Context: an optimization exercise on an open-source flow, tuned for small area and a short achievable clock period. The choices shown serve that exercise and are no tape-out recipe.
Function was checked by simulation only, so behaviour that the tests miss may differ from the original.

exp/yarrow:
Design neuron_top, start of the top module:
module neuron_top #(
    parameter int NEURON_INDEX = 1
) (
    input  logic        clk,
    input  logic        rst,
    input  logic        cfg_we,
    input  logic [5:0]  cfg_addr,
    input  logic [17:0] cfg_data,
    input  logic        axon_vld,
    input  logic [7:0]  axon_index,
    input  logic        nc_evaluate,
    input  logic        nc_reset,
    input  logic        nc_warmup,
    input  logic        out_granted,
    output logic        neur_output,
    output logic        out_pending,
    output logic [7:0]  out_bus,
    output logic [17:0] state_v,
    output logic [17:0] state_u
);
Size in the first run: about 2300 cells after synthesis, about 29000 um2 of cells after synthesis.
clock: 24.0 ns
lec_check: 0
cap_margin: 20
core_margin: 2
core_utilization: 40
slew_margin: 20
synth_hierarchical: 1
synth_minimum_keep_size: 0
standard.sh (not shown) runs the stock make flow with config.mk's settings and CLKGATE_MAP_FILE= SYNTH_SCRIPT=/design/flow/synth_recipe.tcl, a recipe that flattens the netlist after the stock synthesis.
==> flow/flow/run.sh <==
#!/bin/bash
# The standard layout, with timing repair aimed at a shorter period than the clock's
# (SETUP_SLACK_MARGIN) and drive-strength buffers on the ports.
set -euo pipefail
export SETUP_SLACK_MARGIN=14
export BUFFER_PORTS_ARGS="-buffer_cell sky130_fd_sc_hd__buf_2"
bash standard.sh > standard.log 2>&1
Modified inputs, exp/fjord compared to exp/yarrow
- putting CTS_CLUSTER_SIZE at 30 where nothing was set
- putting CTS_CLUSTER_DIAMETER at 100 where nothing was set
## What came out
Global routing usage summed across all routing layers: exp/fjord vs exp/yarrow down 0.29 points
exp/yarrow and exp/fjord ended up with roughly the same footprint of the multi-input gates.
Between exp/yarrow and exp/fjord, the difference in via count is negligible.
Utilization exp/yarrow -> exp/fjord: down
exp/fjord went all the way through the flow, and no timing, DRC or antenna check failed.
The count of clock-net buffers in the final layout of exp/fjord falls short of that of exp/yarrow by about 54%.
Going from exp/yarrow to exp/fjord, ratio of final minimum period to clock period about even, global-route wire length before repair fell about 1.6%, met3 wire length rose about 6.5%.

---

Another version of the RTL of neuron_top (not shown whole).
Size in the first run: roughly 86 I/O pins, ~29000 µm² of cells after synthesis.
export LEC_CHECK = 0
export CAP_MARGIN = 20
export CORE_MARGIN = 2
export CORE_UTILIZATION = 40
export CTS_CLUSTER_DIAMETER = 100
export CTS_CLUSTER_SIZE = 30
export GPL_TIMING_DRIVEN = 0
export SLEW_MARGIN = 20
export SYNTH_HIERARCHICAL = 1
export SYNTH_MINIMUM_KEEP_SIZE = 0
create_clock -name core_clock -period 24.0 [get_ports {clk}]
Scripts as last shown in full above: flow/flow/run.sh
The starting point finished clean.
Change:
Settings changed: CORE_UTILIZATION 40 to 60, GPL_TIMING_DRIVEN 0 to unset, PLACE_DENSITY set to 0.7.
This time the run finished with antenna violations left.
Cell count went down by roughly a tenth.
Die area drops by a quarter to a third.
Core utilization is higher by 20 points.
Wire length decreases by a little under a tenth.
First-iteration DRC count decreases by a few percent.
Hold slack gains 0.0050 ns.
Via count is higher slightly.
Sequential share of layout area climbs by 1.2 points.
Change:
Settings changed: CORE_UTILIZATION 60 to 40, PLACE_DENSITY 0.7 to unset.
=>
- With this change the flow completed without violations
- setup slack got worse by 0.013 ns
- clock skew stays flat
- fmax is about the same
- cell count is higher by about 11%
- area after synthesis does not change
- global-route usage is lower by 9.0 points
- cell area is higher by about 1.6%
- via count is lower by 2.2%
Change:
--- a/flow/flow/run.sh
+++ b/flow/flow/run.sh
@@ -6 +6 @@
-export BUFFER_PORTS_ARGS="-buffer_cell sky130_fd_sc_hd__buf_2"
+export BUFFER_PORTS_ARGS="-buffer_cell sky130_fd_sc_hd__buf_1"
Effect: Clock-buffer cell count grows by 3; final cell count barely changes; core utilization shrinks by 0.13 points; final area is about the same; hold slack gets worse by 0.0061 ns; non-clock buffer count shrinks by 9.

---

## build 89
neuron_top, a different RTL version from the one above (not shown whole).
Size in the first run: roughly 3600 cells after synthesis, about 86 I/O pins.
Settings: LEC_CHECK=0, CAP_MARGIN=20, CORE_MARGIN=2, CORE_UTILIZATION=40, CTS_BUF_LIST=sky130_fd_sc_hd__clkbuf_8, CTS_CLUSTER_SIZE=25, SLEW_MARGIN=20; clock period 24.0 ns.
==> flow/flow/run.sh <==
#!/bin/bash
# The standard layout, with timing repair aimed at a shorter period than the clock's
# (SETUP_SLACK_MARGIN) and drive-strength buffers on the ports.
set -euo pipefail
export SETUP_SLACK_MARGIN=14
export BUFFER_PORTS_ARGS="-buffer_cell sky130_fd_sc_hd__buf_2"
bash standard.sh > standard.log 2>&1
Setup changes, build 89 to build 29
Settings: a change of CORE_UTILIZATION from 40 to 65; a deleted CTS_BUF_LIST that had been sky130_fd_sc_hd__clkbuf_8; a deleted CTS_CLUSTER_SIZE that had been 25.
--- outcome ---
Higher via count of the first global-routing pass was reported by build 29, not build 89.
Global-route wire length before repair delta (build 29 -> build 89): insignificant
Summary of build 29 over build 89: share of the final layout cell area in multi-input gates increased 1.1 points; DRC marker count from the first detailed-route iteration shows an increase of 279; number of instances in the placed design shrank by 427.
The lower overall global routing resource usage of build 29 and build 89 is in build 89.
Here is what was changed in the inputs of build 64 compared with build 29.
Settings: CORE_UTILIZATION now 40, was 65.
[summary]
In build 64 relative to build 29, wire length on met3 had gone down by more than 10%. As of build 64, upper clock frequency limit had risen slightly compared to build 29. Taking build 29 as the reference, in build 64 via count shrank by 3.3%, initial DRC count shrank by about 17%, delay of the slowest cell on the worst path held steady. Build 64 vs build 29, final clock period utilization by the worst path went down by 0.17 points. Going from build 29 to build 64, first-pass GRT wire length shrinks by 1600 um. Shortest period the worst path allows (build 64 over build 29): decrease, 0.040 ns.
The inputs of build 19 differ from those of build 64 as listed below.
-- flow/flow/run.sh --
<<< build 64, line 5
export SETUP_SLACK_MARGIN=14
>>> build 19, line 5
export SETUP_SLACK_MARGIN=13.5
Findings:
Per the comparison of build 19 with build 64, routed wire length ~0 delta; placement-stage worst setup slack increased 0.028 ns; vias after detailed routing dropped 0.79%; detailed route wirelength on metal2 went up by 340 um.
For build 11, these inputs were changed with respect to build 19:
-- flow/flow/run.sh --
<<< build 19, line 5
export SETUP_SLACK_MARGIN=13.5
>>> build 11, line 5
export SETUP_SLACK_MARGIN=12.5
### Flow results
Compared with build 19, build 11 shows non-clock buffer count lower by 11.
Via count in build 11 is 86 lower than in build 19
The worst setup slack of build 11 is lower than that of build 19.
Comparing build 19 with build 11, the overall routed net length came out essentially unchanged.
The wire length of the first global-routing pass of build 19 and that of build 11 are within noise of each other.
Between build 19 and build 11, design area decreased.
Number of placed instances, taps included essentially unchanged between build 19 and build 11.
The global-route usage over all layers on build 11 is in line with that on build 19.
diff inputs: build 11 => build 31
Settings: putting CTS_CLUSTER_SIZE at 30 where nothing was set; putting CTS_CLUSTER_DIAMETER at 100 where nothing was set.
-- flow/flow/run.sh --
<<< build 11, line 5
export SETUP_SLACK_MARGIN=12.5
>>> build 31, line 5
export SETUP_SLACK_MARGIN=14
[summary]
Build 31 reached the end of the flow, and the finished layout is clean on the timing, design-rule and antenna checks. Having completed the whole flow, build 11 delivered a layout that passed the timing, design-rule and antenna checks. On first-pass GRT wire length, build 31 and build 11 are neck and neck. Looking at final cell count, build 31 sits about 0.6% below build 11. Build 31 vs build 11 on overall routed net length: build 31 is the lower one. In the reports for build 31 and build 11, the larger sequential share of layout area belongs to build 31. Build 31 has more setup slack than build 11. Build 31 ends up with higher maximum frequency than build 11 does. Time the final worst path needs with I/O delays and setup: higher on build 11. Build 31 ended with more critical path depth than build 11. In build 31, the worst hold slack came out 0.0039 ns above the value in build 11.

separate check: timing with driven ports:
How much do the figures lean on ideal ports? The routed layouts below were timed once more, with nothing changed but the port constraints.
Step 1 (the two cells are an assumption about what drives the block):
set clk [get_ports {clk}]
set_driving_cell -lib_cell sky130_fd_sc_hd__clkbuf_16 $clk
set_driving_cell -lib_cell sky130_fd_sc_hd__buf_2 [delete_from_list [all_inputs] $clk]
Step 2 adds t to the input delays and takes it off the output delays; t is the mean of the earliest and latest rising clock arrival at the registers after step 1. Input paths then give back, and output paths get back, about the clock's delay inside the block.
Three values: no drivers, after step 1, after step 2; two values: the first two.
| run | t, ns | slack for setup (ns) | clock arrival spread, ns |
|---|---|---|---|
| exp/yarrow | 0.643 | 13.865 / 13.752 / 13.752 | 0.053 / 0.053 |
| exp/fjord | 0.655 | 13.865 / 13.741 / 13.741 | 0.034 / 0.034 |
| the first run of note 2 | 0.670 | 14.000 / 13.966 / 13.966 | 0.036 / 0.035 |
| the second run of note 2 | 0.639 | 14.019 / 13.942 / 13.942 | 0.059 / 0.059 |
| the third run of note 2 | 0.646 | 14.006 / 13.913 / 13.913 | 0.060 / 0.060 |
| the fourth run of note 2 | 0.663 | 13.953 / 13.905 / 13.905 | 0.071 / 0.071 |
| build 89 | 0.737 | 13.975 / 13.929 / 13.929 | 0.056 / 0.056 |
| build 29 | 0.657 | 13.932 / 13.893 / 13.893 | 0.045 / 0.045 |
| build 64 | 0.655 | 13.972 / 13.926 / 13.926 | 0.026 / 0.027 |
| build 19 | 0.663 | 13.634 / 13.604 / 13.604 | 0.045 / 0.045 |
| build 11 | 0.665 | 12.997 / 12.969 / 12.969 | 0.045 / 0.045 |
| build 31 | 0.644 | 13.972 / 13.926 / 13.926 | 0.075 / 0.074 |
For exp/fjord, which loses most, drivers alone change the setup slack by -0.124 ns; drivers and shift together by -0.124 ns.
